From an optimization exercise on the open Yosys and OpenROAD flow, aimed at small area, a short achievable clock period and few clock cycles per item; shortcuts taken in it are not production practice. The RTL was checked by simulation tests, not by an equivalence proof against the original design.

File: flow/design.v
package eq_pkg;
  localparam int SAMPLE_W = 12;
  localparam int COEF_W   = 16;
  localparam int FRAC     = COEF_W - 1;
  localparam int TAPS_DEF = 16;
  localparam int ACC_W    = SAMPLE_W + COEF_W + $clog2(TAPS_DEF);
  localparam logic signed [COEF_W-1:0] COEF_ONE  = 16'sh7FFF;
  localparam logic signed [COEF_W-1:0] COEF_ZERO = 16'sh0000;
  typedef enum logic [1:0] {
    IDLE,
    MAC,
    ROUND,
    OUT
  } state_t;
endpackage
import eq_pkg::*;
module fir_mac #(
  parameter int AW = ACC_W
) (
  input  logic                       clock,
  input  logic                       reset,
  input  logic                       i_clr,
  input  logic                       i_en,
  input  logic                       i_acc,
  input  logic signed [SAMPLE_W-1:0] i_x,
  input  logic signed [COEF_W-1:0]   i_c,
  output logic        [SAMPLE_W-1:0] o_y
);
  localparam int PW = SAMPLE_W + COEF_W;
  localparam logic [AW-1:0] HALF =
    {{(AW-FRAC){1'b0}}, 1'b1, {(FRAC-1){1'b0}}};
  localparam logic signed [AW-1:0] YMAX =
    AW'((1 << (SAMPLE_W-1)) - 1);
  localparam logic signed [AW-1:0] YMIN = ~YMAX;
  logic signed [PW-1:0]       r_prod;
  logic signed [AW-1:0]       r_acc;
  logic signed [PW-1:0]       w_x;
  logic signed [PW-1:0]       w_c;
  logic signed [AW-1:0]       w_prod;
  logic signed [AW-1:0]       w_rnd;
  logic signed [AW-1:0]       w_sh;
  logic        [SAMPLE_W-1:0] w_y;
  assign w_x    = PW'(i_x);
  assign w_c    = PW'(i_c);
  assign w_prod = AW'(r_prod);
  always_ff @(posedge clock or posedge reset) begin
    if (reset) begin
      r_prod <= '0;
      r_acc  <= '0;
    end else if (i_clr) begin
      r_prod <= '0;
      r_acc  <= '0;
    end else begin
      if (i_en)  r_prod <= w_x * w_c;
      if (i_acc) r_acc  <= r_acc + w_prod;
    end
  end
  assign w_rnd = r_acc + signed'(HALF);
  assign w_sh  = w_rnd >>> FRAC;
  always_comb begin
    w_y = w_sh[SAMPLE_W-1:0];
    if (w_sh > YMAX)      w_y = YMAX[SAMPLE_W-1:0];
    else if (w_sh < YMIN) w_y = YMIN[SAMPLE_W-1:0];
  end
  assign o_y = {~w_y[SAMPLE_W-1], w_y[SAMPLE_W-2:0]};
endmodule
import eq_pkg::*;
module filtro_fir_eq #(
  parameter int TAPS = TAPS_DEF
) (
  input  logic                       clock,
  input  logic                       reset,
  input  logic signed [SAMPLE_W-1:0] sample_in,
  input  logic                       sample_valid,
  input  logic                       coef_we,
  input  logic [$clog2(TAPS)-1:0]    coef_addr,
  input  logic signed [COEF_W-1:0]   coef_data,
  output logic [SAMPLE_W-1:0]        dac_out_data,
  output logic                       dac_out_valid,
  input  logic                       dac_out_ready,
  output logic                       busy,
  output logic                       overrun,
  output logic                       coef_err
);
  localparam int AB = $clog2(TAPS);
  localparam int AW = SAMPLE_W + COEF_W + AB;
  eq_pkg::state_t r_state;
  eq_pkg::state_t w_next;
  logic signed [SAMPLE_W-1:0] r_line [TAPS];
  logic signed [COEF_W-1:0]   r_coef [TAPS];
  logic [AB-1:0]              r_wr_ptr;
  logic [AB-1:0]              r_k;
  logic [AB-1:0]              w_rd_addr;
  logic                       r_out_valid;
  logic [SAMPLE_W-1:0]        r_out_data;
  logic                       r_overrun;
  logic                       r_coef_err;
  logic                       r_pend;
  logic [AB-1:0]              r_pend_addr;
  logic signed [COEF_W-1:0]   r_pend_data;
  logic                       w_clr, w_en, w_acc;
  logic                       w_idle, w_take, w_hs;
  logic [SAMPLE_W-1:0]        w_y;
  assign w_idle    = (r_state == IDLE);
  assign w_take    = w_idle && sample_valid;
  assign w_hs      = (r_state == OUT) && r_out_valid && dac_out_ready;
  assign w_rd_addr = r_wr_ptr - AB'(1) - r_k;
  always_comb begin
    w_next = r_state;
    w_clr  = 1'b0;
    w_en   = 1'b0;
    w_acc  = 1'b0;
    unique case (r_state)
      IDLE: if (sample_valid) begin
        w_next = MAC;
        w_clr  = 1'b1;
      end
      MAC: begin
        w_en  = 1'b1;
        w_acc = 1'b1;
        if (r_k == AB'(TAPS-1)) w_next = ROUND;
      end
      ROUND: begin
        w_acc  = 1'b1;
        w_next = OUT;
      end
      OUT: if (w_hs) w_next = IDLE;
      default: w_next = IDLE;
    endcase
  end
  always_ff @(posedge clock or posedge reset) begin
    if (reset) begin
      r_state     <= IDLE;
      r_wr_ptr    <= '0;
      r_k         <= '0;
      r_out_valid <= 1'b0;
      r_out_data  <= '0;
      r_overrun   <= 1'b0;
      r_coef_err  <= 1'b0;
      r_pend      <= 1'b0;
      r_pend_addr <= '0;
      r_pend_data <= '0;
      for (int i = 0; i < TAPS; i++) begin
        r_line[i] <= '0;
        r_coef[i] <= (i == 0) ? COEF_ONE : COEF_ZERO;
      end
    end else begin
      r_state    <= w_next;
      r_overrun  <= sample_valid && !w_idle;
      r_coef_err <= coef_we && !w_idle;
      r_k        <= (r_state == MAC) ? r_k + AB'(1) : '0;
      if (w_take) begin
        r_line[r_wr_ptr] <= sample_in;
        r_wr_ptr         <= r_wr_ptr + AB'(1);
      end
      if (w_idle && coef_we) begin
        if (sample_valid) begin
          r_pend      <= 1'b1;
          r_pend_addr <= coef_addr;
          r_pend_data <= coef_data;
        end else begin
          r_coef[coef_addr] <= coef_data;
        end
      end
      if (w_hs && r_pend) begin
        r_coef[r_pend_addr] <= r_pend_data;
        r_pend              <= 1'b0;
      end
      if (r_state == OUT) begin
        if (!r_out_valid) begin
          r_out_valid <= 1'b1;
          r_out_data  <= w_y;
        end else if (dac_out_ready) begin
          r_out_valid <= 1'b0;
        end
      end
    end
  end
  fir_mac #(.AW(AW)) u_mac (
    .clock (clock),
    .reset (reset),
    .i_clr (w_clr),
    .i_en  (w_en),
    .i_acc (w_acc),
    .i_x   (r_line[w_rd_addr]),
    .i_c   (r_coef[r_k]),
    .o_y   (w_y)
  );
  assign dac_out_data  = r_out_data;
  assign dac_out_valid = r_out_valid;
  assign busy          = !w_idle;
  assign overrun       = r_overrun;
  assign coef_err      = r_coef_err;
endmodule
File: flow/run.sh
#!/bin/bash
# synth_recipe.tcl (not shown) runs the flow's synth.tcl, then flattens the netlist and writes it again
# the make line also repeats each setting of config.mk as NAME=value (left out here)
make -C /OpenROAD-flow-scripts/flow DESIGN_CONFIG=/design/flow/config.mk WORK_HOME=/design/flow/orfs CLKGATE_MAP_FILE= SYNTH_SCRIPT=/design/flow/synth_recipe.tcl finish
File: flow/config.mk
export PLATFORM = sky130hd
export DESIGN_NAME = filtro_fir_eq
export DESIGN_NICKNAME = filtro_fir_eq
export VERILOG_FILES = /design/flow/design.v
export SDC_FILE = /design/flow/constraint.sdc
export NUM_CORES = 4
export LEC_CHECK = 0
export CAP_MARGIN = 20
export CORE_MARGIN = 2
export CORE_UTILIZATION = 40
export SLEW_MARGIN = 20
File: flow/constraint.sdc
create_clock -name core_clock -period 10.0 [get_ports {clock}]
set_input_delay 2.0000 -clock core_clock [delete_from_list [all_inputs] [get_ports {clock}]]
set_output_delay 2.0000 -clock core_clock [all_outputs]
set_load 0.01 [all_outputs]
==> summary.txt <==
The post-layout instance count excluding filler cells came out at 4,806. The residual antenna-violating net count after detailed routing is 0. The number of setup buffers added after CTS came out at 0. Among all stages on the critical path, the largest delay is contributed by o32a_1. The max-capacitance violation count is 0. The total clock sinks is 554. Entering global routing, the biggest net connects 186 pins. The most used flip-flop cell after synthesis is dfrtp_1. After detailed routing, the average wire length per cell comes to 23.57 µm.

The clock tree from TritonCTS is done. The worst hold path endpoint is r_out_data[3]. Clock-pin slew was measured on the worst setup and hold paths at 60 ps. The count of hold buffers inserted by post-cts repair is 0. The die is 303.9 µm wide. The data arrival time of the worst path came out at 9760 ps. During I/O placement, the number of pins put on the boundary was 53. Counting stages on the worst path, the most repeated cell is fa_1. In this run the deepest clock path goes through 3 buffers.

In this run, synthesis produced a sequential element count of 554. The final routed wirelength across all metal layers came out at 113,300 µm. The transition time of the tightest slew-check pin came out at 1167 ps. For the finished layout, the period the worst path requires is 9210 ps. The initial cell density of the core is 0.4016. The final global-route overflow total came out at 0.

The placeable core area is 0.08960 mm². The share of post-route cells with drive strength above 1 came out at 0.1372. The via count of the first global-routing pass was 27,310. The post-synthesis instance area came out at 0.03599 mm².

Setup slack closes at 790.3 ps. The maximum level of the CTS H-tree is 3. The kind of critical path is reg -> reg.

Synthesis instantiated 84 different standard cells from the library. The area enclosed by the die boundary came out at 0.09238 mm². Routability-driven placement finished with a final weighted congestion of 0.8774. CTS placed an instance of clkbuf_16 at the clock tree root. The sequential area share after synthesis is 0.3858. For the final database, setup skew stands at 31.22 ps. The number of nets in the synthesized netlist is 3,963. The residual DRC count is 0. The worst slack after detailed placement came out at 923.2 ps. The startpoint identified for the worst hold timing path is r_out_data[3]. The global-route wire length before repair is 173,100 µm. Setup violations remaining at the end of the flow were counted as 0. The maximum operating frequency is 0.1086 GHz.

The longest individual stage delay on the worst path is 690 ps. The instance count of the mapped netlist is 3,639. The setup check on the worst reg-to-reg path leaves a slack of 790 ps. Setup repair after global routing left no endpoint under its margin.

In this run, placement finished with an instance count of 4,683. The required time of the worst setup path is 10,550 ps. The average footprint of a synthesized cell is 9.889 µm².

Measured on the finished design, the core utilization comes to 0.4460. Yosys mapped a number of flops with a built-in enable equal to 0. The count of routing violations after the opening detailed-route iteration is 2,643. STA classifies the critical path startpoint as a flop. The insertion delay of the later-clocked pin in the worst-skew pair is 640 ps. The post-DP HPWL came out at 71,740 µm.

The net count of the finished layout is 3,901. The path class of the lowest-slack min-delay path is reg -> reg. The total number of placement rows is 110. From bottom edge to top edge, the die measures 303.9 µm. The global-route usage over all layers is 0.2432. The count of port buffers added during placement is 52. The final-report hold violation count came out at 0.

The number of buffers created by CTS is 68. Using the TritonRoute via totals, the vias-per-cell ratio works out to 5.769. The number of antenna violations at the first check in global routing is 5.

The total negative slack for setup checks is 0 ps. The count of final max-slew check failures came out at 0.

The number of cells on the worst reg-to-reg path is 30. The worst register-to-register path begins at r_k[0]. The sort of element at the end of the critical path is a flop. The Yosys step of the flow raised 6 warnings. The fraction of registers with async set or reset after synthesis came out at 1.000.

The hold-critical path depth is 2. The run finished with no timing, DRC or antenna violations. The quantity of gates resized following cts is 0.

The number of antenna diodes in the final layout is 0. The area overhead of the layout relative to synthesis came out at 11.05%. Headroom to the max-slew limit came out at 0.2221. The largest fanout of any net on the critical path is 23. The detailed-router iteration count before antenna repair is 9. Summing over every cut layer, the via total after detailed routing is 27,720. Of the available clock period, the critical path in the final layout requires 0.9210. In this run the critical register-to-register path is captured at u_mac.r_prod[23].
cell usage in the layout, fill, tap and decap left out, types with 15 or more instances in the layout:
master	Yosys	routed
mux2_2	215	215
ha_1	106	106
buf_4	6	93
nor3_1	37	34
nand4_1	29	29
clkdlybuf4s50_1	0	52
xnor2_1	47	45
nand2b_1	27	27
and3_1	39	39
a221oi_1	29	29
a22o_1	29	29
fa_1	181	181
a22oi_1	58	58
clkbuf_16	0	70
and2_1	25	24
a21oi_1	160	157
nor2_2	1	24
clkbuf_1	202	24
nand3_1	110	110
nor2_1	259	236
dfrtp_1	539	539
nand2_1	385	379
a211oi_1	26	26
mux2i_1	296	296
o21ai_0	248	248
a21o_1	25	25
xor2_1	19	18
nor2b_1	47	47
dfstp_2	15	15
inv_1	208	207
cell usage after synthesis, types with 7 or more instances:
| cell type | instances | area share |
|---|---|---|
| and2_1 | 25 | 0.0043 |
| xnor2_1 | 47 | 0.011 |
| dfstp_2 | 15 | 0.011 |
| a21oi_1 | 160 | 0.022 |
| clkbuf_1 | 202 | 0.021 |
| o21ai_0 | 248 | 0.034 |
| nor3_1 | 37 | 0.0051 |
| a222oi_1 | 14 | 0.0039 |
| o21a_1 | 12 | 0.0025 |
| or3_1 | 11 | 0.0019 |
| nor2b_1 | 47 | 0.0082 |
| a22o_1 | 29 | 0.0071 |
| a41oi_1 | 7 | 0.0017 |
| inv_1 | 208 | 0.022 |
| a31oi_1 | 9 | 0.0016 |
| and3_1 | 39 | 0.0068 |
| nor2_1 | 259 | 0.027 |
| nand3_1 | 110 | 0.015 |
| dfrtp_1 | 539 | 0.37 |
| o21bai_1 | 8 | 0.0017 |
| a221oi_1 | 29 | 0.0071 |
| o211ai_1 | 12 | 0.0025 |
| fa_1 | 181 | 0.10 |
| nand2_1 | 385 | 0.040 |
| xor2_1 | 19 | 0.0046 |
| buf_2 | 33 | 0.0046 |
| a211oi_1 | 26 | 0.0054 |
| or2_2 | 13 | 0.0023 |
| nand4b_1 | 10 | 0.0024 |
| mux2i_1 | 296 | 0.082 |
| nand4_1 | 29 | 0.0050 |
| mux2_2 | 215 | 0.067 |
| nand2b_1 | 27 | 0.0047 |
| a21o_1 | 25 | 0.0052 |
| buf_1 | 35 | 0.0037 |
| nor3b_1 | 8 | 0.0017 |
| ha_1 | 106 | 0.037 |
| a22oi_1 | 58 | 0.012 |
worst max-delay path: cells and delay by family (launching register included):
family	cells	cell delay, ps
AND/OR/NAND/NOR	8	1780
AO/OA/AOI/OAI	7	1870
XOR/XNOR	1	630
flip-flops	1	420
adder cells (fa/ha/maj)	8	3660
buffers and inverters	6	730
per-stage QoR:
step	area (µm²)	hold slack, ps
after floorplan	35990	462.6
after detailed placement	37770	487.6
after global routing	39960	514.4
after global placement	37770	480.5
final	39960	496.2
after CTS	39960	499.6
sequential cells by signal, summed over array words and instances (netlist names):
name	flops
r_coef	256
r_line	192
u_mac.r_acc	32
u_mac.r_prod	28
r_pend_data	16
r_out_data	12
r_k	4
r_pend_addr	4
r_wr_ptr	4
r_state	2
r_coef_err	1
r_out_valid	1
r_overrun	1
r_pend	1
worst max-delay path by stage:
stage / start / endpoint / cells past startpoint
final: r_k[0] / u_mac.r_prod[23] / 30
after global routing: r_k[2] / u_mac.r_prod[24] / 28
after CTS: r_k[2] / u_mac.r_prod[24] / 28
after detailed placement: r_k[2] / u_mac.r_prod[24] / 28
after global placement: r_k[2] / u_mac.r_prod[24] / 28
after floorplan: reset / r_coef[0][15] / 1
area by class of cell:
| type | count | area (µm²) |
|---|---|---|
| Clock buffer | 108 | 2034 |
| Clock inverter | 15 | 157.7 |
| Fill cell | 8502 | 49640 |
| Inverter | 209 | 788.3 |
| Multi-Input combinational cell | 2596 | 20350 |
| Sequential cell | 554 | 13880 |
| Tap cell | 1176 | 1471 |
| Timing Repair Buffer | 148 | 1279 |
layer usage:
metal	vias to the layer above	GRT usage	routed length [µm]
met3	230	0.04151	7805
met5	-	0	56
met2	1009	0.3870	52530
met1	14000	0.3366	49120
met4	8	0.08134	3756
li1	12480	-	-
cells by family after synthesis:
group / count (synthesis) / synth area share
compound gates: 700 / 0.1231
mux: 515 / 0.1519
buf+inv: 489 / 0.05361
xor+xnor: 68 / 0.01728
flops: 554 / 0.3858
fa+ha+maj: 287 / 0.1375
simple gates: 1026 / 0.1308
Testbench counts, summed over its fixed seeds: cycles 40,960, items 2,048.

## static timing again, ports no longer ideal
The results above use ideal ports. As a check the final layout listed here was re-extracted and re-timed, cells and wires unchanged. Step 1 sets driving cells, clkbuf_16 on the clock port and buf_2 on the other inputs (assumed; they add their load-dependent delay and slew). Step 2 times the ports against the registers' clock, not the clock port: input delays grow and output delays shrink by t, the midpoint of the rising clock arrivals with the driver on. Three values: ideal, step 1, step 2; two values: the first two.
shift t [ns]: 0.699
slack for setup (ns): 0.790 / 0.790 / 0.790
hold WS [ns]: 0.496 / 0.496 / 0.496
After both steps setup and hold are still met in this run. The setup slack of this run moves by 0.000 ns with the drivers and by 0.000 ns with both steps.
